Background: an optimization exercise with open tools, aiming at small area, a short achievable clock period and few clock cycles per item. Do not read the settings as production practice. No run shown here included a check of the RTL's function; only the layout flow was run. No activity file was given, so power comes from the tool's default toggle rates.

**design/flow/design.v**
```verilog
`default_nettype none
package cisr_pkg;
    localparam int NUM_LANES     = 4;
    localparam int NUM_ROWS      = 6;
    localparam int IN_FIFO_DEPTH = 4;
    localparam int OUT_CREDITS   = 4;
    localparam int FIFO_PTR_W    = $clog2(IN_FIFO_DEPTH);
    localparam int VALUE_W   = 16;
    localparam int COL_W     = 8;
    localparam int LEN_W     = 8;
    localparam int SUM_W     = 24;
    localparam int LANE_W    = VALUE_W + COL_W;
    localparam int GROUP_W   = NUM_LANES * LANE_W;
    localparam int QLANE_W   = VALUE_W + 1;
    localparam int QGROUP_W  = NUM_LANES * QLANE_W;
    localparam int NUM_SLOTS = 8;
    localparam int SLOT_W    = $clog2(NUM_SLOTS);
    localparam int CREDIT_W  = $clog2(OUT_CREDITS + 1);
    localparam logic [COL_W-1:0] COL_PAD = 8'hff;
endpackage
`default_nettype wire
`timescale 1ns/10ps
`default_nettype none
module credit_fifo #(
    parameter int WIDTH = 8
) (
    input  logic             clk,
    input  logic             rst_l,
    input  logic             in_valid,
    input  logic [WIDTH-1:0] in_data,
    input  logic             pop,
    output logic             not_empty,
    output logic [WIDTH-1:0] head,
    output logic             credit
);
    localparam int PW = cisr_pkg::FIFO_PTR_W;
    logic [WIDTH-1:0] mem [cisr_pkg::IN_FIFO_DEPTH];
    logic [PW-1:0]    wr_ptr;
    logic [PW-1:0]    rd_ptr;
    logic [PW:0]      level;
    assign not_empty = (level != '0);
    assign head      = mem[rd_ptr];
    always_ff @(posedge clk) begin
        if (in_valid) begin
            mem[wr_ptr] <= in_data;
        end
    end
    always_ff @(posedge clk or negedge rst_l) begin
        if (!rst_l) begin
            wr_ptr <= '0;
            rd_ptr <= '0;
            level  <= '0;
            credit <= 1'b0;
        end else begin
            if (in_valid) begin
                wr_ptr <= wr_ptr + 1'b1;
            end
            if (pop) begin
                rd_ptr <= rd_ptr + 1'b1;
            end
            level  <= level + (PW+1)'(in_valid) - (PW+1)'(pop);
            credit <= pop;
        end
    end
endmodule
`default_nettype wire
`timescale 1ns/10ps
`default_nettype none
module cisr_row_decoder (
    input  logic                                  clk,
    input  logic                                  rst_l,
    input  logic [cisr_pkg::LEN_W-1:0]            len_head,
    input  logic                                  len_not_empty,
    output logic                                  len_pop,
    input  logic [cisr_pkg::QGROUP_W-1:0]         grp_head,
    input  logic                                  grp_not_empty,
    output logic                                  grp_pop,
    input  logic [cisr_pkg::SLOT_W-1:0]           alloc_slot,
    input  logic                                  slot_free,
    output logic                                  xfer_valid,
    output logic [cisr_pkg::SLOT_W-1:0]           xfer_slot,
    output logic [cisr_pkg::SUM_W-1:0]            xfer_sum
);
    localparam int NL = cisr_pkg::NUM_LANES;
    localparam int LW = cisr_pkg::LEN_W;
    localparam int SW = cisr_pkg::SLOT_W;
    localparam int VW = cisr_pkg::VALUE_W;
    localparam int AW = cisr_pkg::SUM_W;
    localparam int QW = cisr_pkg::QLANE_W;
    logic [LW-1:0] cnt  [NL];
    logic [SW-1:0] slot [NL];
    logic [AW-1:0] acc  [NL];
    logic [NL-1:0] fresh;
    logic [NL-1:0] pend;
    logic [NL-1:0] live;
    logic [NL-1:0] need;
    logic [NL-1:0] first;
    logic [NL-1:0] xsel;
    logic [NL-1:0] hand;
    logic [NL-1:0] take;
    logic          handout;
    logic          more;
    logic [LW-1:0] eff_cnt [NL];
    always_comb begin
        for (int i = 0; i < NL; i++) begin
            live[i] = !grp_head[i*QW];
            need[i] = grp_not_empty && live[i] && (cnt[i] == '0);
        end
        first = need & ~(need - 1'b1);
        more  = |(need & ~first);
        xsel  = pend & ~(pend - 1'b1);
        handout = (need != '0) && len_not_empty && slot_free && ((first & pend & ~xsel) == '0);
        hand    = handout ? first : '0;
        len_pop = handout;
        grp_pop = grp_not_empty && !more && ((need == '0) || handout);
        take    = grp_pop ? live : '0;
        for (int i = 0; i < NL; i++) begin
            eff_cnt[i] = hand[i] ? len_head : cnt[i];
        end
    end
    always_comb begin
        xfer_valid = (pend != '0);
        xfer_slot  = '0;
        xfer_sum   = '0;
        for (int i = 0; i < NL; i++) begin
            if (xsel[i]) begin
                xfer_slot = slot[i];
                xfer_sum  = acc[i];
            end
        end
    end
    always_ff @(posedge clk or negedge rst_l) begin
        if (!rst_l) begin
            for (int i = 0; i < NL; i++) begin
                cnt[i]  <= '0;
                slot[i] <= '0;
            end
            fresh <= '0;
            pend  <= '0;
        end else begin
            for (int i = 0; i < NL; i++) begin
                cnt[i] <= take[i] ? eff_cnt[i] - 1'b1 : eff_cnt[i];
                if (hand[i]) begin
                    slot[i] <= alloc_slot;
                end
            end
            fresh <= (fresh | hand) & ~take;
            pend  <= (pend & ~xsel) | (take & {
                (eff_cnt[3] == LW'(1)), (eff_cnt[2] == LW'(1)),
                (eff_cnt[1] == LW'(1)), (eff_cnt[0] == LW'(1))});
        end
    end
    always_ff @(posedge clk) begin
        for (int i = 0; i < NL; i++) begin
            if (take[i]) begin
                acc[i] <= ((fresh[i] || hand[i]) ? '0 : acc[i])
                          + {{(AW-VW){grp_head[i*QW+VW]}}, grp_head[i*QW+1 +: VW]};
            end
        end
    end
endmodule
`default_nettype wire
`timescale 1ns/10ps
`default_nettype none
module row_accumulator (
    input  logic                        clk,
    input  logic                        rst_l,
    input  logic                        alloc,
    output logic [cisr_pkg::SLOT_W-1:0] alloc_slot,
    output logic                        slot_free,
    input  logic                        xfer_valid,
    input  logic [cisr_pkg::SLOT_W-1:0] xfer_slot,
    input  logic [cisr_pkg::SUM_W-1:0]  xfer_sum,
    output logic                        head_done,
    output logic [cisr_pkg::SUM_W-1:0]  head_sum,
    input  logic                        release_head
);
    localparam int NS = cisr_pkg::NUM_SLOTS;
    localparam int SW = cisr_pkg::SLOT_W;
    logic [cisr_pkg::SUM_W-1:0] sums [NS];
    logic [NS-1:0]              done;
    logic [SW:0]                alloc_ptr;
    logic [SW:0]                out_ptr;
    assign alloc_slot = alloc_ptr[SW-1:0];
    assign slot_free  = (alloc_ptr[SW-1:0] != out_ptr[SW-1:0]) || (alloc_ptr[SW] == out_ptr[SW]);
    assign head_done  = done[out_ptr[SW-1:0]];
    assign head_sum   = sums[out_ptr[SW-1:0]];
    always_ff @(posedge clk) begin
        if (xfer_valid) begin
            sums[xfer_slot] <= xfer_sum;
        end
    end
    always_ff @(posedge clk or negedge rst_l) begin
        if (!rst_l) begin
            done      <= '0;
            alloc_ptr <= '0;
            out_ptr   <= '0;
        end else begin
            if (alloc) begin
                alloc_ptr <= alloc_ptr + 1'b1;
            end
            if (release_head) begin
                out_ptr <= out_ptr + 1'b1;
            end
            for (int s = 0; s < NS; s++) begin
                if (xfer_valid && (xfer_slot == SW'(s))) begin
                    done[s] <= 1'b1;
                end else if (release_head && (out_ptr[SW-1:0] == SW'(s))) begin
                    done[s] <= 1'b0;
                end
            end
        end
    end
endmodule
`default_nettype wire
`timescale 1ns/10ps
`default_nettype none
module result_serializer (
    input  logic                       clk,
    input  logic                       rst_l,
    input  logic                       head_done,
    input  logic [cisr_pkg::SUM_W-1:0] head_sum,
    output logic                       release_head,
    output logic                       out_valid,
    output logic [7:0]                 out_byte,
    input  logic                       out_credit
);
    logic [cisr_pkg::CREDIT_W-1:0] credits;
    logic [1:0] byte_idx;
    logic       send;
    logic [7:0] next_byte;
    assign send         = head_done && ((credits != '0) || out_credit);
    assign release_head = send && (byte_idx == 2'd3);
    always_comb begin
        case (byte_idx)
            2'd0:    next_byte = head_sum[7:0];
            2'd1:    next_byte = head_sum[15:8];
            2'd2:    next_byte = head_sum[23:16];
            default: next_byte = {8{head_sum[23]}};
        endcase
    end
    always_ff @(posedge clk) begin
        out_byte <= next_byte;
    end
    always_ff @(posedge clk or negedge rst_l) begin
        if (!rst_l) begin
            credits   <= cisr_pkg::CREDIT_W'(cisr_pkg::OUT_CREDITS);
            byte_idx  <= '0;
            out_valid <= 1'b0;
        end else begin
            credits   <= credits + cisr_pkg::CREDIT_W'(out_credit) - cisr_pkg::CREDIT_W'(send);
            out_valid <= send;
            if (send) begin
                byte_idx <= byte_idx + 1'b1;
            end
        end
    end
endmodule
`default_nettype wire
`timescale 1ns/10ps
`default_nettype none
module spmv_top (
    input  logic        clk,
    input  logic        rst_l,
    input  logic        row_len_valid,
    input  logic [7:0]  row_len,
    output logic        row_len_credit,
    input  logic        grp_valid,
    input  logic [95:0] grp,
    output logic        grp_credit,
    output logic        out_valid,
    output logic [7:0]  out_byte,
    input  logic        out_credit
);
    localparam int NL = cisr_pkg::NUM_LANES;
    localparam int QW = cisr_pkg::QLANE_W;
    localparam int PW = cisr_pkg::LANE_W;
    localparam int CW = cisr_pkg::COL_W;
    localparam int VW = cisr_pkg::VALUE_W;
    logic [cisr_pkg::LEN_W-1:0]    len_head;
    logic                          len_not_empty;
    logic                          len_pop;
    logic [cisr_pkg::QGROUP_W-1:0] grp_in;
    logic [cisr_pkg::QGROUP_W-1:0] grp_head;
    logic                          grp_not_empty;
    logic                          grp_pop;
    logic [cisr_pkg::SLOT_W-1:0]   alloc_slot;
    logic                          slot_free;
    logic                          xfer_valid;
    logic [cisr_pkg::SLOT_W-1:0]   xfer_slot;
    logic [cisr_pkg::SUM_W-1:0]    xfer_sum;
    logic                          head_done;
    logic [cisr_pkg::SUM_W-1:0]    head_sum;
    logic                          release_head;
    always_comb begin
        for (int i = 0; i < NL; i++) begin
            grp_in[i*QW]         = (grp[i*PW +: CW] == cisr_pkg::COL_PAD);
            grp_in[i*QW+1 +: VW] = grp[i*PW+CW +: VW];
        end
    end
    credit_fifo #(.WIDTH(cisr_pkg::LEN_W)) i_len_fifo (
        .clk, .rst_l,
        .in_valid  (row_len_valid), .in_data (row_len),
        .pop       (len_pop),       .not_empty (len_not_empty),
        .head      (len_head),      .credit (row_len_credit)
    );
    credit_fifo #(.WIDTH(cisr_pkg::QGROUP_W)) i_grp_fifo (
        .clk, .rst_l,
        .in_valid  (grp_valid),     .in_data (grp_in),
        .pop       (grp_pop),       .not_empty (grp_not_empty),
        .head      (grp_head),      .credit (grp_credit)
    );
    cisr_row_decoder i_decoder (
        .clk, .rst_l,
        .len_head, .len_not_empty, .len_pop,
        .grp_head, .grp_not_empty, .grp_pop,
        .alloc_slot, .slot_free,
        .xfer_valid, .xfer_slot, .xfer_sum
    );
    row_accumulator i_slots (
        .clk, .rst_l,
        .alloc (len_pop), .alloc_slot, .slot_free,
        .xfer_valid, .xfer_slot, .xfer_sum,
        .head_done, .head_sum, .release_head
    );
    result_serializer i_serializer (
        .clk, .rst_l, .head_done, .head_sum, .release_head,
        .out_valid, .out_byte, .out_credit
    );
endmodule
`default_nettype wire
```
**design/flow/run.sh**
```bash
#!/bin/bash
# synth_recipe.tcl (not shown) runs the flow's synth.tcl, then flattens the netlist and writes it again
# the make line also repeats each setting of config.mk as NAME=value (left out here)
make -C /OpenROAD-flow-scripts/flow DESIGN_CONFIG=/design/flow/config.mk WORK_HOME=/design/flow/orfs CLKGATE_MAP_FILE= SYNTH_SCRIPT=/design/flow/synth_recipe.tcl finish
```
**design/flow/config.mk**
```make
export PLATFORM = sky130hd
export DESIGN_NAME = spmv_top
export DESIGN_NICKNAME = spmv_top
export VERILOG_FILES = /design/flow/design.v
export SDC_FILE = /design/flow/constraint.sdc
export NUM_CORES = 4
export LEC_CHECK = 0
export CAP_MARGIN = 20
export CORE_MARGIN = 2
export CORE_UTILIZATION = 40
export SLEW_MARGIN = 20
```
**design/flow/constraint.sdc**
```tcl
create_clock -name core_clock -period 10.0 [get_ports {clk}]
set_input_delay 2.0000 -clock core_clock [delete_from_list [all_inputs] [get_ports {clk}]]
set_output_delay 2.0000 -clock core_clock [all_outputs]
set_load 0.01 [all_outputs]
```
==> metrics.sh, run 1 <==
POST_SYNTH_TOP_FLOP='sky130_fd_sc_hd__edfxtp_1'
TIMING.MAX_CAP.VIOLATIONS=0
ANTENNA_LEFT=0
MAX_SLEW_MARGIN_PCT=33.4
RR_STARTPOINT='i_grp_fifo.rd_ptr[0]'
CP_MAX_FO=34
COUNT_OF_INPUT_AND_OUTPUT_BUFFERS=119
CLK_PIN_SLEW_WORST_PATHS_NS=0.06
HOLD_END='i_slots.done[2]'
SEQ_AREA_FRAC_SYNTH_PCT=63.8
WHS_PATH_DEPTH=1
CRITICAL_PATH_CLASS='register to register'
TOP_LEVEL_PORTS=120
RUN_STATUS='timing/DRC/antenna clean'
GRT_SETUP_UNREPAIRED='no'
DIE_AREA_UM2=81400
DETAIL_ROUTE.ITER0.VIOLATIONS=1268
MAX_FREQ_MHz=162
RR_ENDPOINT='i_decoder.acc[3][22]'
POSTSYNTHNETCOUNT=2340
GLOBALPLACE.CONGESTION=0.886
CTS_HOLD_BUFFERS=0
ROUTE.VIAS.TOTAL=18200
PERIOD_NEEDED_NS=6.18
VIASPERCELL=5.40
CHIPHEIGHT_UM=285
SYNTH_LARGEST_AREA_CELL='sky130_fd_sc_hd__edfxtp_1'
POSTSYNTH.ASYNCRESETSHARE_PCT=13.0
GRT_PASS1_VIAS=18900
CLOCK_SINKS=690
REG2REG_DEPTH=19
GRT_START_MAX_NET_PINS=76
SYNTH_EDF_COUNT=592
CRITICAL_PATH_ARRIVAL_NS=6.55
WORST_HOLD_STARTPOINT='i_slots.done[2]'
H-TREE-DEPTH=3
NUMCTSBUFFERS=75
SYN_AREA_UM2=31700
POSTSYNTHAREAPERCELL_UM2=15.1
SYNTH_CELLS=2098
DATA_REQUIRED_TIME_OF_THE_CRITICAL_PATH_NS=10.37
AREA_DELTA_SYNTH_FINAL_PCT=15.7
SYNTH_CELL_TYPE_COUNT=81
SITE_ROW_COUNT=103
FINALSETUPVIOLCOUNT=0
CLK_ROOT_BUFFER_CELL='sky130_fd_sc_hd__clkbuf_16'
SKEW_NS=0.0240
MAX_SLEW.WORST_PIN.SLEW_NS=0.999
GRT_PASS1_WL_MM=107
DRT_WL_TOTAL_MM=68.6
POST-CTS-SETUP-BUFFERS=0
TOTAL_LEAKAGE_POWER_nW=13.0
CORE_UM2=78700
TIMING.CRITICAL_PATH.FROM_TYPE='register'
GLOBALROUTETOTALUTIL_PCT=16.9
DETAIL_ROUTE.DRC_VIOLATIONS=0
INITIAL_CORE_UTIL_PCT=40.2
SYNTH.YOSYS.WARNINGS=10
DRIVE_GT1_SHARE_PCT=14.0
R2R_SETUP_SLACK_NS=3.82
P_PER_AREA_nW_PER_UM2=358
SETUP.WORST_PATH.END_CLASS='register'
FIN_SETUP_TNS_NS=0
TIMING_MAX_TRANSITION_VIOLATIONS_FINAL=0
NNETSFINAL=2496
CLOCKBUFFERDEPTH=3
YS_SEQ_ELEMENTS=690
NETLIST_TOP_CELLS_AREA='sky130_fd_sc_hd__edfxtp_1, sky130_fd_sc_hd__mux4_2, sky130_fd_sc_hd__dfrtp_1'
POST_CTS_RESIZE_COUNT=0
FINAL_CYCLE_SHARE_PCT=61.8
FINALPOWER_W=0.0131
DIE_WIDTH_UM=285
IRDROPWORSTVDD_V=0.000168
DRT_WL_CELL_UM=20.4
ANTENNA_FOUND_INITIAL=0
HOLD_PATH_CLASS='register to register'
DR.PASS1.ITERS=5
POST-SYNTH-TOP-AREA-FRACTION_PCT=56.1
TRITONCTS='yes'
POST-DP-HPWL_MM=45.0
INSERTION_DELAY_NS=0.62
GRT_REMAINING_OVERFLOW=0
TIMING.FINAL.HOLD_VIOLATIONS=0
power by group:
part           internal, W  switching, W  leakage (nW)
combinational      0.00256       0.00325          5.19
sequential         0.00423      0.000372          6.61
clock              0.00161       0.00111          1.19
total              0.00840       0.00473          13.0
layout make-up:
class	instances	area, µm²
Fill cell	6676	42100
Sequential cell	690	20200
Multi-Input combinational cell	1292	11100
Clock buffer	93	2050
Timing Repair Buffer	149	1430
Tap cell	1050	1310
Clock inverter	41	359
Inverter	46	173
Antenna cell	2	5.00
synth_stat cells, types with 5 or more instances:
cell,n
sky130_fd_sc_hd__edfxtp_1,592
sky130_fd_sc_hd__o21bai_1,12
sky130_fd_sc_hd__inv_1,45
sky130_fd_sc_hd__xor2_1,39
sky130_fd_sc_hd__a21oi_1,110
sky130_fd_sc_hd__fa_1,7
sky130_fd_sc_hd__nand4_1,21
sky130_fd_sc_hd__mux4_2,126
sky130_fd_sc_hd__dfxtp_1,8
sky130_fd_sc_hd__nor2b_1,12
sky130_fd_sc_hd__nor4_1,5
sky130_fd_sc_hd__clkbuf_1,45
sky130_fd_sc_hd__mux2_2,11
sky130_fd_sc_hd__mux2i_1,6
sky130_fd_sc_hd__nand2_1,149
sky130_fd_sc_hd__o21a_1,13
sky130_fd_sc_hd__a221o_1,26
sky130_fd_sc_hd__o21ai_0,40
sky130_fd_sc_hd__or3_1,13
sky130_fd_sc_hd__a31oi_1,5
sky130_fd_sc_hd__and2_1,107
sky130_fd_sc_hd__or4_1,6
sky130_fd_sc_hd__nor2_1,117
sky130_fd_sc_hd__xnor2_1,86
sky130_fd_sc_hd__nand3_1,27
sky130_fd_sc_hd__nor3_1,25
sky130_fd_sc_hd__a211oi_1,7
sky130_fd_sc_hd__a22oi_1,35
sky130_fd_sc_hd__or2_2,6
sky130_fd_sc_hd__a21o_1,39
sky130_fd_sc_hd__ha_1,126
sky130_fd_sc_hd__and3_1,10
sky130_fd_sc_hd__buf_1,20
sky130_fd_sc_hd__dfrtp_1,89
sky130_fd_sc_hd__o211ai_1,9
sky130_fd_sc_hd__nand2b_1,17
per-layer routing:
metal / up-vias / wire length (µm) / part of all wire [%] / track usage (%)
met5: - / 0 / 0 / 0
met4: 0 / 1930 / 2.8 / 5.17
met3: 112 / 2800 / 4.1 / 2.65
met2: 400 / 33100 / 48 / 27.9
met1: 9227 / 30800 / 45 / 23.1
li1: 8434 / - / - / -
cell usage in the layout (no fill, tap or decap), drive strengths merged, types with 15 or more instances in the layout:
master and n:
xor2 39, dfrtp 89, mux4 126, inv 49, nor2 117, a22oi 35, nand2b 18, clkbuf 93
nand4 21, o21ai 46, clkinv 31, nand2 150, buf 31, a21o 39, and2 107, nor3 25
clkdlybuf4s50 118, xnor2 86, mux2 15, a221o 26, a21oi 112, nand3 28, edfxtp 592, ha 126
logic make-up (layout without fill, tap and decap cells):
logic type,Yosys count,after routing,synth area share (%)
AOI/OAI and AO/OA,353,353,7.71
buffers and inverters,116,329,1.43
and+or+nand+nor,534,534,8.54
muxes,147,147,9.68
other,0,2,0
xor gates and xnor gates,125,125,3.46
DFF,690,690,63.8
adders and majority gates,133,133,5.42
through the flow:
stage          area, µm²  hold slack, ns  worst slack, ns  utilization [%]  instances
2_1_floorplan      31700           0.444             4.64                -       2098
3_3_place_gp       34200           0.454             3.97             43.4       3225
3_5_place_dp       34200           0.463             3.78             43.4       3226
4_1_cts            36600           0.482             3.77             46.5       3360
5_1_grt            36600           0.494             3.37             46.5       3361
6_report           36600           0.484             3.82             46.5       3363
flip-flops by register name, indices dropped and copies added (netlist names), 8 cells and up:
name,count
i_decoder.acc,96
i_decoder.cnt,32
i_decoder.slot,12
i_grp_fifo.mem,272
i_len_fifo.mem,32
i_serializer.out_byte,8
i_slots.done,8
i_slots.sums,192
worst max-delay path, stage by stage, from the launching register on:
cell	delay (ns)
sky130_fd_sc_hd__dfrtp_4	0.87
sky130_fd_sc_hd__mux4_2	0.62
sky130_fd_sc_hd__nor4_1	0.61
sky130_fd_sc_hd__nand2_1	0.20
sky130_fd_sc_hd__nor4b_2	0.28
sky130_fd_sc_hd__buf_4	0.25
sky130_fd_sc_hd__nor2_1	0.07
sky130_fd_sc_hd__buf_4	0.22
sky130_fd_sc_hd__and2_1	0.19
sky130_fd_sc_hd__ha_1	0.22
sky130_fd_sc_hd__fa_1	0.48
sky130_fd_sc_hd__a211oi_1	0.25
sky130_fd_sc_hd__o21bai_1	0.13
sky130_fd_sc_hd__a31o_2	0.27
sky130_fd_sc_hd__a221o_1	0.37
sky130_fd_sc_hd__a21oi_1	0.19
sky130_fd_sc_hd__a211oi_1	0.16
sky130_fd_sc_hd__a211o_1	0.29
sky130_fd_sc_hd__a21oi_1	0.18
sky130_fd_sc_hd__xnor2_1	0.08
worst max path at each step:
stage | from | cells after the start | endpoint | slack, ns
after global routing | i_grp_fifo.rd_ptr[0] | 19 | i_decoder.acc[3][22] | 3.37
final | i_grp_fifo.rd_ptr[0] | 19 | i_decoder.acc[3][22] | 3.82
after detailed placement | i_grp_fifo.rd_ptr[0] | 19 | i_decoder.acc[3][22] | 3.78
after global placement | i_grp_fifo.rd_ptr[0] | 20 | i_decoder.acc[3][22] | 3.97
after CTS | i_grp_fifo.rd_ptr[0] | 19 | i_decoder.acc[3][22] | 3.77
after floorplan | i_grp_fifo.rd_ptr[0] | 21 | i_decoder.acc[3][22] | 4.64
==> run 2, diff against run 1 <==
--- a/design/flow/design.v
+++ b/design/flow/design.v
@@ -13,7 +13,7 @@
     localparam int GROUP_W   = NUM_LANES * LANE_W;
     localparam int QLANE_W   = VALUE_W + 1;
     localparam int QGROUP_W  = NUM_LANES * QLANE_W;
-    localparam int NUM_SLOTS = 8;
+    localparam int NUM_SLOTS = 6;
     localparam int SLOT_W    = $clog2(NUM_SLOTS);
     localparam int CREDIT_W  = $clog2(OUT_CREDITS + 1);
     localparam logic [COL_W-1:0] COL_PAD = 8'hff;
@@ -33,32 +33,36 @@
     output logic [WIDTH-1:0] head,
     output logic             credit
 );
-    localparam int PW = cisr_pkg::FIFO_PTR_W;
-    logic [WIDTH-1:0] mem [cisr_pkg::IN_FIFO_DEPTH];
-    logic [PW-1:0]    wr_ptr;
-    logic [PW-1:0]    rd_ptr;
-    logic [PW:0]      level;
-    assign not_empty = (level != '0);
-    assign head      = mem[rd_ptr];
+    localparam int D = cisr_pkg::IN_FIFO_DEPTH;
+    logic [WIDTH-1:0] mem [D];
+    logic [D-1:0]     vld;
+    logic [D-1:0]     vld_after;
+    logic [D-1:0]     load_in;
+    logic [D-1:0]     load_sh;
+    assign not_empty = vld[0];
+    assign head      = mem[0];
+    always_comb begin
+        vld_after = pop ? (vld >> 1) : vld;
+        for (int i = 0; i < D; i++) begin
+            load_sh[i] = pop && (i < D-1) && vld[(i+1) % D];
+            load_in[i] = in_valid && !vld_after[i] && ((i == 0) || vld_after[(i+D-1) % D]);
+        end
+    end
     always_ff @(posedge clk) begin
-        if (in_valid) begin
-            mem[wr_ptr] <= in_data;
+        for (int i = 0; i < D; i++) begin
+            if (load_sh[i]) begin
+                mem[i] <= mem[(i+1) % D];
+            end else if (load_in[i]) begin
+                mem[i] <= in_data;
+            end
         end
     end
     always_ff @(posedge clk or negedge rst_l) begin
         if (!rst_l) begin
-            wr_ptr <= '0;
-            rd_ptr <= '0;
-            level  <= '0;
+            vld    <= '0;
             credit <= 1'b0;
         end else begin
-            if (in_valid) begin
-                wr_ptr <= wr_ptr + 1'b1;
-            end
-            if (pop) begin
-                rd_ptr <= rd_ptr + 1'b1;
-            end
-            level  <= level + (PW+1)'(in_valid) - (PW+1)'(pop);
+            vld    <= vld_after | load_in;
             credit <= pop;
         end
     end
@@ -76,7 +80,8 @@
     input  logic                                  grp_not_empty,
     output logic                                  grp_pop,
     input  logic [cisr_pkg::SLOT_W-1:0]           alloc_slot,
-    input  logic                                  slot_free,
+    input  logic                                  alloc_phase,
+    input  logic [cisr_pkg::NUM_SLOTS-1:0]        slot_phase,
     output logic                                  xfer_valid,
     output logic [cisr_pkg::SLOT_W-1:0]           xfer_slot,
     output logic [cisr_pkg::SUM_W-1:0]            xfer_sum
@@ -89,7 +94,12 @@
     localparam int QW = cisr_pkg::QLANE_W;
     logic [LW-1:0] cnt  [NL];
     logic [SW-1:0] slot [NL];
-    logic [AW-1:0] acc  [NL];
+    logic [NL-1:0] phase;
+    logic [NL-1:0] ready;
+    localparam int LO = AW / 2;
+    logic [LO-1:0]    acc_lo [NL];
+    logic [AW-LO-1:0] acc_hi [NL];
+    logic [NL-1:0]    acc_c;
     logic [NL-1:0] fresh;
     logic [NL-1:0] pend;
     logic [NL-1:0] live;
@@ -108,24 +118,27 @@
         end
         first = need & ~(need - 1'b1);
         more  = |(need & ~first);
-        xsel  = pend & ~(pend - 1'b1);
-        handout = (need != '0) && len_not_empty && slot_free && ((first & pend & ~xsel) == '0);
+        for (int i = 0; i < NL; i++) begin
+            ready[i] = pend[i] && (slot_phase[slot[i]] == phase[i]);
+        end
+        xsel  = ready & ~(ready - 1'b1);
+        handout = (need != '0) && len_not_empty && ((first & pend & ~xsel) == '0);
         hand    = handout ? first : '0;
         len_pop = handout;
-        grp_pop = grp_not_empty && !more && ((need == '0) || handout);
+        grp_pop = grp_not_empty && !more && ((need == '0) || (handout && ((first & pend) == '0)));
         take    = grp_pop ? live : '0;
         for (int i = 0; i < NL; i++) begin
             eff_cnt[i] = hand[i] ? len_head : cnt[i];
         end
     end
     always_comb begin
-        xfer_valid = (pend != '0);
+        xfer_valid = (ready != '0);
         xfer_slot  = '0;
         xfer_sum   = '0;
         for (int i = 0; i < NL; i++) begin
             if (xsel[i]) begin
                 xfer_slot = slot[i];
-                xfer_sum  = acc[i];
+                xfer_sum  = {acc_hi[i] + (AW-LO)'(acc_c[i]), acc_lo[i]};
             end
         end
     end
@@ -135,16 +148,18 @@
                 cnt[i]  <= '0;
                 slot[i] <= '0;
             end
-            fresh <= '0;
+            phase <= '0;
+            fresh <= '1;
             pend  <= '0;
         end else begin
             for (int i = 0; i < NL; i++) begin
                 cnt[i] <= take[i] ? eff_cnt[i] - 1'b1 : eff_cnt[i];
                 if (hand[i]) begin
-                    slot[i] <= alloc_slot;
+                    slot[i]  <= alloc_slot;
+                    phase[i] <= alloc_phase;
                 end
             end
-            fresh <= (fresh | hand) & ~take;
+            fresh <= (fresh | xsel) & ~take;
             pend  <= (pend & ~xsel) | (take & {
                 (eff_cnt[3] == LW'(1)), (eff_cnt[2] == LW'(1)),
                 (eff_cnt[1] == LW'(1)), (eff_cnt[0] == LW'(1))});
@@ -153,8 +168,11 @@
     always_ff @(posedge clk) begin
         for (int i = 0; i < NL; i++) begin
             if (take[i]) begin
-                acc[i] <= ((fresh[i] || hand[i]) ? '0 : acc[i])
-                          + {{(AW-VW){grp_head[i*QW+VW]}}, grp_head[i*QW+1 +: VW]};
+                {acc_c[i], acc_lo[i]} <= {1'b0, (fresh[i] ? '0 : acc_lo[i])}
+                                         + {1'b0, grp_head[i*QW+1 +: LO]};
+                acc_hi[i] <= (fresh[i] ? '0 : acc_hi[i])
+                             + {{(AW-VW){grp_head[i*QW+VW]}}, grp_head[i*QW+1+LO +: VW-LO]}
+                             + (AW-LO)'(fresh[i] ? 1'b0 : acc_c[i]);
             end
         end
     end
@@ -167,7 +185,8 @@
     input  logic                        rst_l,
     input  logic                        alloc,
     output logic [cisr_pkg::SLOT_W-1:0] alloc_slot,
-    output logic                        slot_free,
+    output logic                        alloc_phase,
+    output logic [cisr_pkg::NUM_SLOTS-1:0] slot_phase,
     input  logic                        xfer_valid,
     input  logic [cisr_pkg::SLOT_W-1:0] xfer_slot,
     input  logic [cisr_pkg::SUM_W-1:0]  xfer_sum,
@@ -179,12 +198,13 @@
     localparam int SW = cisr_pkg::SLOT_W;
     logic [cisr_pkg::SUM_W-1:0] sums [NS];
     logic [NS-1:0]              done;
-    logic [SW:0]                alloc_ptr;
-    logic [SW:0]                out_ptr;
-    assign alloc_slot = alloc_ptr[SW-1:0];
-    assign slot_free  = (alloc_ptr[SW-1:0] != out_ptr[SW-1:0]) || (alloc_ptr[SW] == out_ptr[SW]);
-    assign head_done  = done[out_ptr[SW-1:0]];
-    assign head_sum   = sums[out_ptr[SW-1:0]];
+    logic [SW-1:0]              alloc_ptr;
+    logic [SW-1:0]              out_ptr;
+    logic                       aphase;
+    assign alloc_slot = alloc_ptr;
+    assign alloc_phase = aphase;
+    assign head_done  = done[out_ptr];
+    assign head_sum   = sums[out_ptr];
     always_ff @(posedge clk) begin
         if (xfer_valid) begin
             sums[xfer_slot] <= xfer_sum;
@@ -195,18 +215,24 @@
             done      <= '0;
             alloc_ptr <= '0;
             out_ptr   <= '0;
+            aphase     <= 1'b0;
+            slot_phase <= '0;
         end else begin
             if (alloc) begin
-                alloc_ptr <= alloc_ptr + 1'b1;
+                alloc_ptr <= (alloc_ptr == SW'(NS-1)) ? '0 : alloc_ptr + 1'b1;
+                if (alloc_ptr == SW'(NS-1)) begin
+                    aphase <= !aphase;
+                end
             end
             if (release_head) begin
-                out_ptr <= out_ptr + 1'b1;
+                out_ptr <= (out_ptr == SW'(NS-1)) ? '0 : out_ptr + 1'b1;
             end
             for (int s = 0; s < NS; s++) begin
                 if (xfer_valid && (xfer_slot == SW'(s))) begin
                     done[s] <= 1'b1;
-                end else if (release_head && (out_ptr[SW-1:0] == SW'(s))) begin
-                    done[s] <= 1'b0;
+                end else if (release_head && (out_ptr == SW'(s))) begin
+                    done[s]       <= 1'b0;
+                    slot_phase[s] <= !slot_phase[s];
                 end
             end
         end
@@ -285,7 +311,8 @@
     logic                          grp_not_empty;
     logic                          grp_pop;
     logic [cisr_pkg::SLOT_W-1:0]   alloc_slot;
-    logic                          slot_free;
+    logic                          alloc_phase;
+    logic [cisr_pkg::NUM_SLOTS-1:0] slot_phase;
     logic                          xfer_valid;
     logic [cisr_pkg::SLOT_W-1:0]   xfer_slot;
     logic [cisr_pkg::SUM_W-1:0]    xfer_sum;
@@ -314,12 +341,12 @@
         .clk, .rst_l,
         .len_head, .len_not_empty, .len_pop,
         .grp_head, .grp_not_empty, .grp_pop,
-        .alloc_slot, .slot_free,
+        .alloc_slot, .alloc_phase, .slot_phase,
         .xfer_valid, .xfer_slot, .xfer_sum
     );
     row_accumulator i_slots (
         .clk, .rst_l,
-        .alloc (len_pop), .alloc_slot, .slot_free,
+        .alloc (len_pop), .alloc_slot, .alloc_phase, .slot_phase,
         .xfer_valid, .xfer_slot, .xfer_sum,
         .head_done, .head_sum, .release_head
     );
==> metrics.sh, run 2 <==
TIMING.FINAL.HOLD_VIOLATIONS=0
RR_ENDPOINT='i_grp_fifo.mem[3][66]'
P_PER_AREA_nW_PER_UM2=314
CRIT_PATH_FROM='i_decoder.cnt[0][3]'
CHIPHEIGHT_UM=287
PERIOD_NEEDED_NS=5.19
SKEW_NS=0.0292
R2R_SETUP_SLACK_NS=4.81
ANTENNA_LEFT=0
SEQ_AREA_FRAC_SYNTH_PCT=59.1
REG_TOP3='i_grp_fifo.mem (272), i_slots.sums (144)'
HOLD_END='i_slots.done[4]'
H-TREE-DEPTH=3
DIE_AREA_UM2=82200
HOLD_PATH_CLASS='register to register'
TIMING.CRITICAL_PATH.SLOWEST_CELL_DELAY_NS=0.75
WHS_PATH_DEPTH=1
YS_TOP_CELLS_BY_COUNT='sky130_fd_sc_hd__edfxtp_1, sky130_fd_sc_hd__mux2_2, sky130_fd_sc_hd__nor2_1'
MAX_SLEW_MARGIN_PCT=26.5
REG2REG_DEPTH=11
INSERTION_DELAY_NS=0.62
SYNTH_EDF_COUNT=548
GRT_REMAINING_OVERFLOW=0
TIMING_MAX_TRANSITION_VIOLATIONS_FINAL=0
YOSYS.CELL_COUNT.TOP_TYPE='sky130_fd_sc_hd__edfxtp_1'
GLOBALROUTETOTALUTIL_PCT=17.7
TOTAL_LEAKAGE_POWER_nW=13.4
CLK_PIN_SLEW_WORST_PATHS_NS=0.06
CRIT_SLOWEST_CELL='sky130_fd_sc_hd__or4b_1'
POSTSYNTH.ASYNCRESETSHARE_PCT=14.1
POST-DP-HPWL_MM=48.4
POST_CTS_RESIZE_COUNT=0
CLOCKBUFFERDEPTH=3
DRIVE_GT1_SHARE_PCT=18.6
WORST_PATH_BUFS_INVS=2
NNETSFINAL=2696
ANTENNA_FOUND_INITIAL=0
DRT_WL_CELL_UM=20.3
GLOBALPLACE.CONGESTION=0.858
TIMING.MAX_CAP.VIOLATIONS=0
CTS_HOLD_BUFFERS=0
GRT_SETUP_UNREPAIRED='no'
DETAIL_ROUTE.ITER0.VIOLATIONS=1360
FINALSETUPVIOLCOUNT=0
YS_SEQ_ELEMENTS=647
NUMCTSBUFFERS=75
POSTSYNTHAREAPERCELL_UM2=13.8
SYNTH_CELL_TYPE_COUNT=81
SETUP.WORST_PATH.END_CLASS='register'
CRITICAL_PATH_ARRIVAL_NS=5.44
VIASPERCELL=5.45
MAX_SLEW.WORST_PIN.SLEW_NS=1.09
FINAL_CORE_UTILIZATION_PCT=46.7
LAYOUT_COMMONEST_CELL='sky130_fd_sc_hd__edfxtp_1'
TRITONCTS='yes'
CRITICAL_PATH.CELL_CHAIN='or4_4, or4b_1, o211ai_1, o211ai_1, o211a_1, and3_1, nor2_8, inv_2, or3_1, a21oi_4, buf_4'
CLOCK_SINKS=647
MAX_FREQ_MHz=193
SYNTH_CELLS=2322
DATA_REQUIRED_TIME_OF_THE_CRITICAL_PATH_NS=10.25
CRIT_FAMILY='simple AND/OR/NAND/NOR gates'
TOP_LEVEL_PORTS=120
IRDROPWORSTVDD_V=0.000157
GRT_PASS1_WL_MM=113
DETAIL_ROUTE.DRC_VIOLATIONS=0
MAX_FLOP_REGISTER='i_grp_fifo.mem'
DRT_WL_TOTAL_MM=72.4
GRT_PASS1_VIAS=19900
DIE_WIDTH_UM=287
RUN_STATUS='timing/DRC/antenna clean'
CRITICAL_PATH_CLASS='register to register'
NETLIST_TOP_CELLS_AREA='sky130_fd_sc_hd__edfxtp_1, sky130_fd_sc_hd__mux2_2, sky130_fd_sc_hd__dfrtp_1'
CLK_ROOT_BUFFER_CELL='sky130_fd_sc_hd__clkbuf_16'
POSTSYNTHNETCOUNT=2556
FINAL_CYCLE_SHARE_PCT=51.9
POST-CTS-SETUP-BUFFERS=0
CRITPATHMOSTFREQUENTCELL='sky130_fd_sc_hd__o211ai_1'
GRT_START_MAX_NET_PINS=69
CORE_UM2=79000
FINALPOWER_W=0.0116
LARGEST_REG_FLOPS=272
POST_SYNTH_TOP_FLOP='sky130_fd_sc_hd__edfxtp_1'
SYNTH_LARGEST_AREA_CELL='sky130_fd_sc_hd__edfxtp_1'
INITIAL_CORE_UTIL_PCT=40.5
TIMING.CRITICAL_PATH.FROM_TYPE='register'
POST-SYNTH-TOP-AREA-FRACTION_PCT=51.5
SITE_ROW_COUNT=103
ROUTE.VIAS.TOTAL=19400
RR_STARTPOINT='i_decoder.cnt[0][3]'
DR.PASS1.ITERS=5
MOSTFREQUENTLAYOUTCELLS='sky130_fd_sc_hd__edfxtp_1, sky130_fd_sc_hd__mux2_2, sky130_fd_sc_hd__clkdlybuf4s50_1'
SYN_AREA_UM2=32000
CP_MAX_FO=53
AREA_DELTA_SYNTH_FINAL_PCT=15.3
COUNT_OF_INPUT_AND_OUTPUT_BUFFERS=119
FIN_SETUP_TNS_NS=0
SYNTH.YOSYS.WARNINGS=13
WORST_HOLD_STARTPOINT='i_slots.done[4]'
==> run 2: cells by family (layout without fill, tap and decap cells) <==
| kind of cell | count (synthesis) | after routing | synth area share, % |
|---|---|---|---|
| other cells | 0 | 1 | 0 |
| fa+ha+maj | 125 | 125 | 5.20 |
| simple gates | 521 | 521 | 8.41 |
| buf+inv | 177 | 373 | 2.36 |
| compound gates | 394 | 394 | 8.52 |
| xor+xnor | 140 | 140 | 3.84 |
| mux | 318 | 318 | 12.6 |
| flops | 647 | 647 | 59.1 |
==> run 2: worst max-delay path by stage <==
stage	endpoint	cells past startpoint
global route	i_grp_fifo.mem[3][7]	11
detailed placement	i_grp_fifo.mem[3][13]	10
global placement	i_len_fifo.mem[2][3]	9
CTS	i_grp_fifo.mem[3][7]	9
floorplan	i_grp_fifo.mem[3][0]	10
finish	i_grp_fifo.mem[3][66]	11
==> run 2: area by class of cell <==
type	instances	area, µm²
Antenna cell	1	2.50
Clock buffer	93	1970
Clock inverter	40	470
Fill cell	6899	42100
Inverter	95	357
Multi-Input combinational cell	1498	12500
Sequential cell	647	18900
Tap cell	1050	1310
Timing Repair Buffer	145	1400
==> run 2: through the flow <==
| step | cells | worst slack (ns) | hold WS (ns) | instance area [µm²] |
|---|---|---|---|---|
| floorplan | 2322 | 3.39 | 0.444 | 32000 |
| global placement | 3433 | 4.78 | 0.457 | 34400 |
| detailed placement | 3434 | 4.79 | 0.465 | 34400 |
| CTS | 3567 | 4.69 | 0.477 | 36800 |
| global route | 3568 | 4.63 | 0.492 | 36900 |
| finish | 3569 | 4.81 | 0.473 | 36900 |
==> run 2: power by group <==
group	internal, W	leakage (nW)	total (W)	switching [W]
logic	0.00186	5.92	0.00421	0.00235
registers	0.00410	6.31	0.00461	0.000510
clock network	0.00164	1.19	0.00274	0.00110
==> run 2: routing by layer <==
| layer | global-route usage [%] | vias up | share of wire (%) |
|---|---|---|---|
| li1 | - | 9090 | - |
| met1 | 23.3 | 9772 | 44 |
| met2 | 29.8 | 458 | 48 |
| met3 | 2.69 | 126 | 4.6 |
| met4 | 6.36 | 0 | 3.1 |
| met5 | 0 | - | 0 |
==> run 3, diff against run 2 <==
--- a/design/flow/design.v
+++ b/design/flow/design.v
@@ -9,6 +9,8 @@
     localparam int COL_W     = 8;
     localparam int LEN_W     = 8;
     localparam int SUM_W     = 24;
+    localparam int SUM_LO_W  = 12;
+    localparam int PSUM_W    = SUM_W + 1;
     localparam int LANE_W    = VALUE_W + COL_W;
     localparam int GROUP_W   = NUM_LANES * LANE_W;
     localparam int QLANE_W   = VALUE_W + 1;
@@ -84,37 +86,41 @@
     input  logic [cisr_pkg::NUM_SLOTS-1:0]        slot_phase,
     output logic                                  xfer_valid,
     output logic [cisr_pkg::SLOT_W-1:0]           xfer_slot,
-    output logic [cisr_pkg::SUM_W-1:0]            xfer_sum
+    output logic [cisr_pkg::PSUM_W-1:0]           xfer_sum
 );
     localparam int NL = cisr_pkg::NUM_LANES;
     localparam int LW = cisr_pkg::LEN_W;
     localparam int SW = cisr_pkg::SLOT_W;
     localparam int VW = cisr_pkg::VALUE_W;
     localparam int AW = cisr_pkg::SUM_W;
+    localparam int LO = cisr_pkg::SUM_LO_W;
+    localparam int HI = AW - LO;
     localparam int QW = cisr_pkg::QLANE_W;
     logic [LW-1:0] cnt  [NL];
+    logic [NL-1:0] cz;
     logic [SW-1:0] slot [NL];
     logic [NL-1:0] phase;
-    logic [NL-1:0] ready;
-    localparam int LO = AW / 2;
-    logic [LO-1:0]    acc_lo [NL];
-    logic [AW-LO-1:0] acc_hi [NL];
-    logic [NL-1:0]    acc_c;
+    logic [LO-1:0] acc_lo [NL];
+    logic [HI-1:0] acc_hi [NL];
+    logic [NL-1:0] acc_c;
     logic [NL-1:0] fresh;
     logic [NL-1:0] pend;
     logic [NL-1:0] live;
     logic [NL-1:0] need;
     logic [NL-1:0] first;
+    logic [NL-1:0] ready;
     logic [NL-1:0] xsel;
     logic [NL-1:0] hand;
     logic [NL-1:0] take;
     logic          handout;
     logic          more;
     logic [LW-1:0] eff_cnt [NL];
+    logic [NL-1:0] eff_one;
+    logic [NL-1:0] eff_zero;
     always_comb begin
         for (int i = 0; i < NL; i++) begin
             live[i] = !grp_head[i*QW];
-            need[i] = grp_not_empty && live[i] && (cnt[i] == '0);
+            need[i] = grp_not_empty && live[i] && cz[i];
         end
         first = need & ~(need - 1'b1);
         more  = |(need & ~first);
@@ -125,10 +131,13 @@
         handout = (need != '0) && len_not_empty && ((first & pend & ~xsel) == '0);
         hand    = handout ? first : '0;
         len_pop = handout;
-        grp_pop = grp_not_empty && !more && ((need == '0) || (handout && ((first & pend) == '0)));
+        grp_pop = grp_not_empty && ((need == '0) ||
+                  (!more && len_not_empty && ((first & pend) == '0)));
         take    = grp_pop ? live : '0;
         for (int i = 0; i < NL; i++) begin
-            eff_cnt[i] = hand[i] ? len_head : cnt[i];
+            eff_cnt[i]  = hand[i] ? len_head : cnt[i];
+            eff_one[i]  = hand[i] ? (len_head == LW'(1)) : (cnt[i] == LW'(1));
+            eff_zero[i] = hand[i] ? 1'b0 : cz[i];
         end
     end
     always_comb begin
@@ -138,7 +147,7 @@
         for (int i = 0; i < NL; i++) begin
             if (xsel[i]) begin
                 xfer_slot = slot[i];
-                xfer_sum  = {acc_hi[i] + (AW-LO)'(acc_c[i]), acc_lo[i]};
+                xfer_sum  = {acc_c[i], acc_hi[i], acc_lo[i]};
             end
         end
     end
@@ -148,6 +157,7 @@
                 cnt[i]  <= '0;
                 slot[i] <= '0;
             end
+            cz    <= '1;
             phase <= '0;
             fresh <= '1;
             pend  <= '0;
@@ -159,10 +169,9 @@
                     phase[i] <= alloc_phase;
                 end
             end
+            cz    <= (take & eff_one) | (~take & eff_zero);
             fresh <= (fresh | xsel) & ~take;
-            pend  <= (pend & ~xsel) | (take & {
-                (eff_cnt[3] == LW'(1)), (eff_cnt[2] == LW'(1)),
-                (eff_cnt[1] == LW'(1)), (eff_cnt[0] == LW'(1))});
+            pend  <= (pend & ~xsel) | (take & eff_one);
         end
     end
     always_ff @(posedge clk) begin
@@ -172,7 +181,7 @@
                                          + {1'b0, grp_head[i*QW+1 +: LO]};
                 acc_hi[i] <= (fresh[i] ? '0 : acc_hi[i])
                              + {{(AW-VW){grp_head[i*QW+VW]}}, grp_head[i*QW+1+LO +: VW-LO]}
-                             + (AW-LO)'(fresh[i] ? 1'b0 : acc_c[i]);
+                             + HI'(fresh[i] ? 1'b0 : acc_c[i]);
             end
         end
     end
@@ -189,14 +198,14 @@
     output logic [cisr_pkg::NUM_SLOTS-1:0] slot_phase,
     input  logic                        xfer_valid,
     input  logic [cisr_pkg::SLOT_W-1:0] xfer_slot,
-    input  logic [cisr_pkg::SUM_W-1:0]  xfer_sum,
+    input  logic [cisr_pkg::PSUM_W-1:0] xfer_sum,
     output logic                        head_done,
-    output logic [cisr_pkg::SUM_W-1:0]  head_sum,
+    output logic [cisr_pkg::PSUM_W-1:0] head_sum,
     input  logic                        release_head
 );
     localparam int NS = cisr_pkg::NUM_SLOTS;
     localparam int SW = cisr_pkg::SLOT_W;
-    logic [cisr_pkg::SUM_W-1:0] sums [NS];
+    logic [cisr_pkg::PSUM_W-1:0] sums [NS];
     logic [NS-1:0]              done;
     logic [SW-1:0]              alloc_ptr;
     logic [SW-1:0]              out_ptr;
@@ -242,42 +251,58 @@
 `timescale 1ns/10ps
 `default_nettype none
 module result_serializer (
-    input  logic                       clk,
-    input  logic                       rst_l,
-    input  logic                       head_done,
-    input  logic [cisr_pkg::SUM_W-1:0] head_sum,
-    output logic                       release_head,
-    output logic                       out_valid,
-    output logic [7:0]                 out_byte,
-    input  logic                       out_credit
+    input  logic                        clk,
+    input  logic                        rst_l,
+    input  logic                        head_done,
+    input  logic [cisr_pkg::PSUM_W-1:0] head_sum,
+    output logic                        release_head,
+    output logic                        out_valid,
+    output logic [7:0]                  out_byte,
+    input  logic                        out_credit
 );
+    localparam int AW = cisr_pkg::SUM_W;
+    localparam int LO = cisr_pkg::SUM_LO_W;
     logic [cisr_pkg::CREDIT_W-1:0] credits;
     logic [1:0] byte_idx;
     logic       send;
-    logic [7:0] next_byte;
+    logic [7:0] raw;
+    logic [7:0] addend;
+    logic [8:0] res;
+    logic       carry;
+    logic       sign;
     assign send         = head_done && ((credits != '0) || out_credit);
     assign release_head = send && (byte_idx == 2'd3);
     always_comb begin
+        raw    = '0;
+        addend = '0;
         case (byte_idx)
-            2'd0:    next_byte = head_sum[7:0];
-            2'd1:    next_byte = head_sum[15:8];
-            2'd2:    next_byte = head_sum[23:16];
-            default: next_byte = {8{head_sum[23]}};
+            2'd0: raw = head_sum[7:0];
+            2'd1: begin
+                raw    = head_sum[15:8];
+                addend = 8'(head_sum[AW]) << (LO - 8);
+            end
+            2'd2: raw = head_sum[23:16];
+            default: raw = '0;
         endcase
+        res = {1'b0, raw} + {1'b0, addend} + 9'(carry);
     end
     always_ff @(posedge clk) begin
-        out_byte <= next_byte;
+        out_byte <= (byte_idx == 2'd3) ? {8{sign}} : res[7:0];
     end
     always_ff @(posedge clk or negedge rst_l) begin
         if (!rst_l) begin
             credits   <= cisr_pkg::CREDIT_W'(cisr_pkg::OUT_CREDITS);
             byte_idx  <= '0;
             out_valid <= 1'b0;
+            carry     <= 1'b0;
+            sign      <= 1'b0;
         end else begin
             credits   <= credits + cisr_pkg::CREDIT_W'(out_credit) - cisr_pkg::CREDIT_W'(send);
             out_valid <= send;
             if (send) begin
                 byte_idx <= byte_idx + 1'b1;
+                carry    <= (byte_idx == 2'd1) && res[8];
+                sign     <= res[7];
             end
         end
     end
@@ -315,9 +340,9 @@
     logic [cisr_pkg::NUM_SLOTS-1:0] slot_phase;
     logic                          xfer_valid;
     logic [cisr_pkg::SLOT_W-1:0]   xfer_slot;
-    logic [cisr_pkg::SUM_W-1:0]    xfer_sum;
+    logic [cisr_pkg::PSUM_W-1:0]   xfer_sum;
     logic                          head_done;
-    logic [cisr_pkg::SUM_W-1:0]    head_sum;
+    logic [cisr_pkg::PSUM_W-1:0]   head_sum;
     logic                          release_head;
     always_comb begin
         for (int i = 0; i < NL; i++) begin
==> metrics.sh, run 3 <==
H-TREE-DEPTH=3
SYNTH_CELL_TYPE_COUNT=79
INSERTION_DELAY_NS=0.62
CLK_PIN_SLEW_WORST_PATHS_NS=0.06
TIMING.FINAL.HOLD_VIOLATIONS=0
DATA_REQUIRED_TIME_OF_THE_CRITICAL_PATH_NS=10.23
FIN_SETUP_TNS_NS=0
YS_TOP_CELLS_BY_COUNT='sky130_fd_sc_hd__edfxtp_1, sky130_fd_sc_hd__nand2_1, sky130_fd_sc_hd__mux2_2'
CTS_HOLD_BUFFERS=0
RR_STARTPOINT='i_decoder.slot[1][0]'
SYNTH_LARGEST_AREA_CELL='sky130_fd_sc_hd__edfxtp_1'
NUMBER_OF_FILL_CELLS_IN_THE_LAYOUT=6808
DRT_WL_CELL_UM=18.7
RR_ENDPOINT='i_len_fifo.mem[0][7]'
GRT_SETUP_UNREPAIRED='no'
YS_SEQ_ELEMENTS=659
COUNT_OF_INPUT_AND_OUTPUT_BUFFERS=119
SITE_ROW_COUNT=102
TIMING.CRITICAL_PATH.FROM_TYPE='register'
LAYOUT_COMMONEST_CELL='sky130_fd_sc_hd__edfxtp_1'
SYNTH.MUX.AREA_FRACTION_PCT=10.8
MAX_FREQ_MHz=214
CLOCK_SINKS=659
P_PER_AREA_nW_PER_UM2=300
LARGEST_REG_FLOPS=272
RUN_STATUS='timing/DRC/antenna clean'
DETAIL_ROUTE.DRC_VIOLATIONS=0
POST-DP-HPWL_MM=45.5
INSTANCES_NO_FILL=3592
CRITICAL_PATH.ENDPOINT='i_len_fifo.mem[0][7]'
INITIAL_CORE_UTIL_PCT=40.6
CRITICAL_PATH_ARRIVAL_NS=4.90
GRT_PASS1_WL_MM=108
PLACEDCELLCOUNT=3456
GLOBALROUTETOTALUTIL_PCT=16.7
GLOBALPLACE.CONGESTION=0.842
SYNTH_SIMPLE_GATE_AREA_SHARE_PCT=10.6
REG_TOP3='i_grp_fifo.mem (272), i_slots.sums (150)'
FINAL_CYCLE_SHARE_PCT=46.7
CP_MAX_FO=30
DRT_WL_TOTAL_MM=67.3
SYNTH.YOSYS.WARNINGS=13
SYNTH_COMPOUND_GATE_AREA_SHARE_PCT=6.70
DIE_WIDTH_UM=285
DIE_AREA_UM2=81100
ANTENNA_LEFT=0
TOTAL_LEAKAGE_POWER_nW=13.4
MAX_SLEW_MARGIN_PCT=25.0
NETLIST_TOP_CELLS_AREA='sky130_fd_sc_hd__edfxtp_1, sky130_fd_sc_hd__dfrtp_1, sky130_fd_sc_hd__mux2_2'
POSTSYNTHAREAPERCELL_UM2=13.3
GRT_PASS1_VIAS=19300
SYNTH_EDF_COUNT=554
MAX_SLEW.WORST_PIN.SLEW_NS=1.11
POSTSYNTHNETCOUNT=2591
SETUP.WORST_PATH.END_CLASS='register'
SYNTH_CELLS=2367
REG2REG_DEPTH=10
NUMCTSBUFFERS=75
CLK_ROOT_BUFFER_CELL='sky130_fd_sc_hd__clkbuf_16'
SEQ_AREA_FRAC_SYNTH_PCT=61.0
AREA_SHARE_OF_FA_HA_MAJ_CELLS_AFTER_SYNTHESIS_PCT=4.87
IRDROPWORSTVDD_V=0.000155
HOLD_PATH_CLASS='register to register'
TRITONCTS='yes'
NNETSFINAL=2718
CRIT_PATH_FROM='i_decoder.slot[1][0]'
PERIOD_NEEDED_NS=4.67
MOSTFREQUENTLAYOUTCELLS='sky130_fd_sc_hd__edfxtp_1, sky130_fd_sc_hd__nand2_1, sky130_fd_sc_hd__mux2_2'
CRITICAL_PATH_CLASS='register to register'
GRT_START_MAX_NET_PINS=69
CORE_UM2=77700
VIASPERCELL=5.25
MAX_FLOP_REGISTER='i_grp_fifo.mem'
MAIN_COMBINATIONAL_CELL_FAMILY_BY_AREA_AFTER_SYNTHESIS='multiplexers'
FINALSETUPVIOLCOUNT=0
SKEW_NS=0.0286
POSTSYNTH.ASYNCRESETSHARE_PCT=14.7
POST_CTS_RESIZE_COUNT=0
POST-SYNTH-TOP-AREA-FRACTION_PCT=52.8
TIMING.MAX_CAP.VIOLATIONS=0
GRT_REMAINING_OVERFLOW=0
TOP_LEVEL_PORTS=120
SYNTH-XOR-AREA-SHARE_PCT=3.78
TIMING_MAX_TRANSITION_VIOLATIONS_FINAL=0
FIN_HOLD_WS_NS=0.478
ROUTE.VIAS.TOTAL=18900
SYN_AREA_UM2=31500
DETAIL_ROUTE.ITER0.VIOLATIONS=1361
R2R_SETUP_SLACK_NS=5.33
DR.PASS1.ITERS=5
DRIVE_GT1_SHARE_PCT=16.0
ANTENNA_FOUND_INITIAL=0
CLOCKBUFFERDEPTH=3
POST-CTS-SETUP-BUFFERS=0
CHIPHEIGHT_UM=285
AREA_DELTA_SYNTH_FINAL_PCT=14.9
ANTENNA_CELLS=0
YOSYS.CELL_COUNT.TOP_TYPE='sky130_fd_sc_hd__edfxtp_1'
POST_SYNTH_TOP_FLOP='sky130_fd_sc_hd__edfxtp_1'
==> run 3: changes by cell type after synthesis, sizes merged, moves of 17 or more <==
| cell | before | now |
|---|---|---|
| nand2 | 96 | 286 |
| mux2 | 263 | 199 |
| inv | 95 | 73 |
| a211oi | 17 | 0 |
| a22oi | 37 | 54 |
| nand3 | 48 | 31 |
==> run 3: how the worst min path moves through the flow <==
stage / startpoint / end / cells past startpoint
3_3_place_gp: i_slots.done[2] / i_slots.done[2] / 1
5_1_grt: i_slots.done[5] / i_slots.done[5] / 1
3_5_place_dp: i_slots.done[3] / i_slots.done[3] / 1
2_1_floorplan: i_slots.done[5] / i_slots.done[5] / 1
6_report: i_slots.done[3] / i_slots.done[3] / 1
4_1_cts: i_slots.done[3] / i_slots.done[3] / 1
==> run 3: logic make-up (layout without fill, tap and decap cells) <==
kind of cell / after synthesis / after routing
simple gates: 696 / 696
flops: 659 / 659
buf+inv: 174 / 359
xor+xnor: 136 / 136
fa+ha+maj: 115 / 115
mux: 269 / 269
compound gates: 318 / 318
==> run 3: layout make-up <==
type                            count  area, µm²  share of cell area (%)
Timing Repair Buffer              147       1400                    3.86
Multi-Input combinational cell   1534      11600                    32.1
Inverter                           77        290                   0.801
Clock buffer                       94       1990                    5.49
Tap cell                         1040       1300                    3.59
Sequential cell                   659      19200                    53.1
Clock inverter                     41        369                    1.02
==> run 3: metal layers <==
layer / GRT usage [%] / up-vias / part of all wire, %
met5: 0 / - / 0
met4: 6.14 / 0 / 3.0
met1: 23.1 / 9404 / 46
met3: 2.97 / 120 / 4.2
met2: 26.6 / 408 / 47
li1: - / 8937 / -
==> run 3: stage by stage <==
stage	setup WS [ns]	power (W)	utilization [%]	instance area (µm²)
after floorplan	4.04	0.00730	-	31500
after global placement	5.52	0.00814	43.6	33900
after detailed placement	5.31	0.00829	43.6	33900
after CTS	5.32	0.0110	46.6	36200
after global routing	5.07	0.0116	46.6	36200
final	5.33	0.0109	46.6	36200
==> run 3: power breakdown <==
part	total, W	internal [W]	switching [W]
Combinational	0.00373	0.00168	0.00205
Sequential	0.00449	0.00409	0.000403
Clock	0.00263	0.00154	0.00109
==> run 3: worst max-delay path: stages (launching register included) <==
cell and delay, ns:
sky130_fd_sc_hd__dfrtp_1 0.42, sky130_fd_sc_hd__mux4_2 0.56, sky130_fd_sc_hd__mux2i_4 0.21, sky130_fd_sc_hd__mux2_2 0.62
sky130_fd_sc_hd__nor4_4 0.44, sky130_fd_sc_hd__buf_4 0.39, sky130_fd_sc_hd__and3b_1 0.22, sky130_fd_sc_hd__nand2b_4 0.19
sky130_fd_sc_hd__clkinv_2 0.14, sky130_fd_sc_hd__nand2_2 0.16, sky130_fd_sc_hd__a21boi_0 0.92
==> run 4, diff against run 3 <==
--- a/design/flow/config.mk
+++ b/design/flow/config.mk
@@ -5,7 +5,9 @@
 export SDC_FILE = /design/flow/constraint.sdc
 export NUM_CORES = 4
 export LEC_CHECK = 0
+export ABC_CLOCK_PERIOD_IN_PS = 3000
 export CAP_MARGIN = 20
 export CORE_MARGIN = 2
 export CORE_UTILIZATION = 40
+export SETUP_SLACK_MARGIN = 5
 export SLEW_MARGIN = 20
==> metrics.sh, run 4 <==
ANTENNA_CELLS=0
YS_TOP_CELLS_BY_COUNT='sky130_fd_sc_hd__edfxtp_1, sky130_fd_sc_hd__nand2_1, sky130_fd_sc_hd__mux2_2'
GLOBALPLACE.CONGESTION=0.807
CLK_PIN_SLEW_WORST_PATHS_NS=0.06
HOLD_PATH_CLASS='register to register'
DETAILEDPLACE.WORSTSLACK_NS=5.44
INSERTION_DELAY_NS=0.61
TIMING.MAX_CAP.VIOLATIONS=0
FINAL_CYCLE_SHARE_PCT=45.1
DR.PASS1.ITERS=5
POSTSYNTHAREAPERCELL_UM2=13.3
REG_TOP3='i_grp_fifo.mem (272), i_slots.sums (150)'
CRITICAL_PATH_CLASS='register to register'
NNETSFINAL=2718
LARGEST_REG_FLOPS=272
ANTENNA_LEFT=0
RUN_STATUS='timing/DRC/antenna clean'
NUMCTSBUFFERS=73
ROUTE.VIAS.TOTAL=18700
POSTSYNTHNETCOUNT=2591
CP_MAX_FO=61
DATA_REQUIRED_TIME_OF_THE_CRITICAL_PATH_NS=10.46
VIASPERCELL=5.21
PERIOD_NEEDED_NS=4.51
MOSTFREQUENTLAYOUTCELLS='sky130_fd_sc_hd__edfxtp_1, sky130_fd_sc_hd__nand2_1, sky130_fd_sc_hd__mux2_2'
DETAIL_ROUTE.DRC_VIOLATIONS=0
GLOBALROUTETOTALUTIL_PCT=16.7
IRDROPWORSTVDD_V=0.000148
MAX_SLEW_MARGIN_PCT=24.0
GRT_SETUP_UNREPAIRED='no'
H-TREE-DEPTH=3
CLOCKBUFFERDEPTH=3
SETUP_WS_NS=5.49
ROUTE.TOP_LAYER_USED='met4'
CHIPHEIGHT_UM=285
CORE_UM2=77700
SYNTH_CELL_TYPE_COUNT=79
MAX_FREQ_MHz=221
TOP_LEVEL_PORTS=120
GRT_REMAINING_OVERFLOW=0
TOTAL_LEAKAGE_POWER_nW=13.4
CRIT_PATH_FROM='i_decoder.slot[0][0]'
SYNTH_EDF_COUNT=554
POST_SYNTH_TOP_FLOP='sky130_fd_sc_hd__edfxtp_1'
DETAIL_ROUTE.ITER0.VIOLATIONS=1177
TIMING.CRITICAL_PATH.FROM_TYPE='register'
SYNTH.YOSYS.WARNINGS=13
CLK_ROOT_BUFFER_CELL='sky130_fd_sc_hd__clkbuf_16'
TIMING_MAX_TRANSITION_VIOLATIONS_FINAL=0
GRT_PASS1_VIAS=19200
ROUTED-WL-MET2_MM=31.5
GRT_START_MAX_NET_PINS=71
LAYOUT_COMMONEST_CELL='sky130_fd_sc_hd__edfxtp_1'
P_PER_AREA_nW_PER_UM2=299
DRIVE_GT1_SHARE_PCT=16.0
SYNTH_CELLS=2367
DRT_WL_TOTAL_MM=67.3
ANTENNA_FOUND_INITIAL=0
POST-CTS-SETUP-BUFFERS=0
POSTSYNTH.ASYNCRESETSHARE_PCT=14.7
CLOCK_SINKS=659
NETLIST_TOP_CELLS_AREA='sky130_fd_sc_hd__edfxtp_1, sky130_fd_sc_hd__dfrtp_1, sky130_fd_sc_hd__mux2_2'
SEQ_AREA_FRAC_SYNTH_PCT=61.0
TRITONCTS='yes'
SYN_AREA_UM2=31500
DIE_AREA_UM2=81100
WORST_HOLD_STARTPOINT='i_slots.done[1]'
FINALSETUPVIOLCOUNT=0
DIE_WIDTH_UM=285
RR_STARTPOINT='i_decoder.slot[0][0]'
CRITICAL_PATH_ARRIVAL_NS=4.98
FINAL_CORE_UTILIZATION_PCT=46.6
MET1_ROUTED_LENGTH_MM=31.5
SYNTH_LARGEST_AREA_CELL='sky130_fd_sc_hd__edfxtp_1'
COUNT_OF_INPUT_AND_OUTPUT_BUFFERS=119
MAX_FLOP_REGISTER='i_grp_fifo.mem'
MET3WIRELENGTH_MM=2.85
CTS_HOLD_BUFFERS=0
MAX_SLEW.WORST_PIN.SLEW_NS=1.13
SITE_ROW_COUNT=102
FIN_SETUP_TNS_NS=0
AREA_DELTA_SYNTH_FINAL_PCT=14.8
TIMING.FINAL.HOLD_VIOLATIONS=0
INITIAL_CORE_UTIL_PCT=40.6
SETUP.WORST_PATH.END_CLASS='register'
YS_SEQ_ELEMENTS=659
POST_CTS_RESIZE_COUNT=0
POST-DP-HPWL_MM=45.2
SKEW_NS=0.0214
GRT_PASS1_WL_MM=108
DRT_WL_CELL_UM=18.7
POST-SYNTH-TOP-AREA-FRACTION_PCT=52.8
YOSYS.CELL_COUNT.TOP_TYPE='sky130_fd_sc_hd__edfxtp_1'
==> run 4: changes by cell type in the layout (fill, tap and decap cells not counted), moves of 2 or more <==
cell | previous run | this run
sky130_fd_sc_hd__clkbuf_16 | 75 | 73
sky130_fd_sc_hd__inv_16 | 0 | 2
sky130_fd_sc_hd__o21ai_0 | 69 | 71
sky130_fd_sc_hd__clkbuf_8 | 4 | 0
sky130_fd_sc_hd__clkinv_2 | 12 | 14
sky130_fd_sc_hd__o21ai_1 | 14 | 12
==> run 4: kinds of logic (layout without fill, tap and decap cells) <==
group	Yosys count	in the layout	synth area share, %
AND/OR/NAND/NOR	696	696	10.6
flip-flops	659	659	61.0
AO/OA/AOI/OAI	318	318	6.70
multiplexers	269	269	10.8
buffers and inverters	174	359	2.28
XOR/XNOR	136	136	3.78
adder cells (fa/ha/maj)	115	115	4.87
==> run 4: critical path: stages (launching register included) <==
cell                      delay (ns)
sky130_fd_sc_hd__dfrtp_1        0.43
sky130_fd_sc_hd__mux4_2         0.56
sky130_fd_sc_hd__mux2i_4        0.23
sky130_fd_sc_hd__mux2_4         0.55
sky130_fd_sc_hd__o211a_1        0.34
sky130_fd_sc_hd__nor4_4         0.37
sky130_fd_sc_hd__and3_1         0.75
sky130_fd_sc_hd__mux2i_1        0.35
sky130_fd_sc_hd__ha_1           0.23
sky130_fd_sc_hd__nand2_1        0.11
sky130_fd_sc_hd__nor3_1         0.19
sky130_fd_sc_hd__xnor2_1        0.14
sky130_fd_sc_hd__mux2i_1        0.09
==> run 4: area by class of cell <==
type | count | area (µm²)
clock inverter | 45 | 408
timing repair buffer | 149 | 1410
multi-input combinational | 1534 | 11700
sequential | 659 | 19200
tap | 1040 | 1300
inverter | 77 | 290
fill | 6801 | 41500
clock buffer | 88 | 1880
==> run 4: path summary, 6_finish.rpt <==
path / slack (ns) / depth (start not counted) / endpoint
min in group asynchronous: 1.41 / 1 / i_grp_fifo.credit
setup / recovery: 5.49 / 12 / i_decoder.cnt[2][4]
hold reg to reg: 0.48 / 1 / i_slots.done[1]
setup reg to reg: 5.49 / 12 / i_decoder.cnt[2][4]
max in group asynchronous: 7.37 / 2 / i_slots.out_ptr[0]
hold / removal: 0.48 / 1 / i_slots.done[1]
==> run 4: stage by stage <==
stage               hold slack (ns)  instance area (µm²)  instances  power, W
global route                  0.508                36200       3592    0.0116
global placement              0.464                33900       3457   0.00814
finish                        0.478                36200       3592    0.0108
CTS                           0.484                36200       3590    0.0109
floorplan                     0.450                31500       2367   0.00729
detailed placement            0.471                33900       3457   0.00830
==> run 4: routing by layer <==
layer	vias to the layer above	GRT usage, %
li1	8926	-
met2	369	27.0
met5	-	0
met4	0	4.95
met3	100	2.42
met1	9318	23.3
==> run 4: where the power goes <==
group	internal [W]	switching, W	total (W)
sequential	0.00409	0.000368	0.00445
combinational	0.00169	0.00209	0.00378
clock	0.00151	0.00109	0.00260
total	0.00728	0.00355	0.0108

==> static timing again, ports no longer ideal <==
In the flow no input, the clock included, has a driving cell. The finished layouts below were timed again as built, in two steps.
Step 1 assumes that a clkbuf_16 drives the clock port and a buf_2 every other input.
Step 2 adds t to the input delays and takes it off the output delays; t is the mean of the earliest and latest rising clock arrival at the registers after step 1. Input paths then give back, and output paths get back, about the clock's delay inside the block.
Three values: ideal, step 1, step 2; two values: the first two.
run | t (ns) | slack for setup (ns) | latest minus earliest clock arrival (ns)
run 1 | 0.667 | 3.825 / 3.825 / 3.825 | 0.025 / 0.025
run 2 | 0.665 | 4.806 / 4.806 / 4.806 | 0.031 / 0.030
run 3 | 0.669 | 5.327 / 5.327 / 5.327 | 0.033 / 0.033
run 4 | 0.662 | 5.485 / 5.485 / 5.485 | 0.022 / 0.022
After both steps every run listed still meets setup and hold.
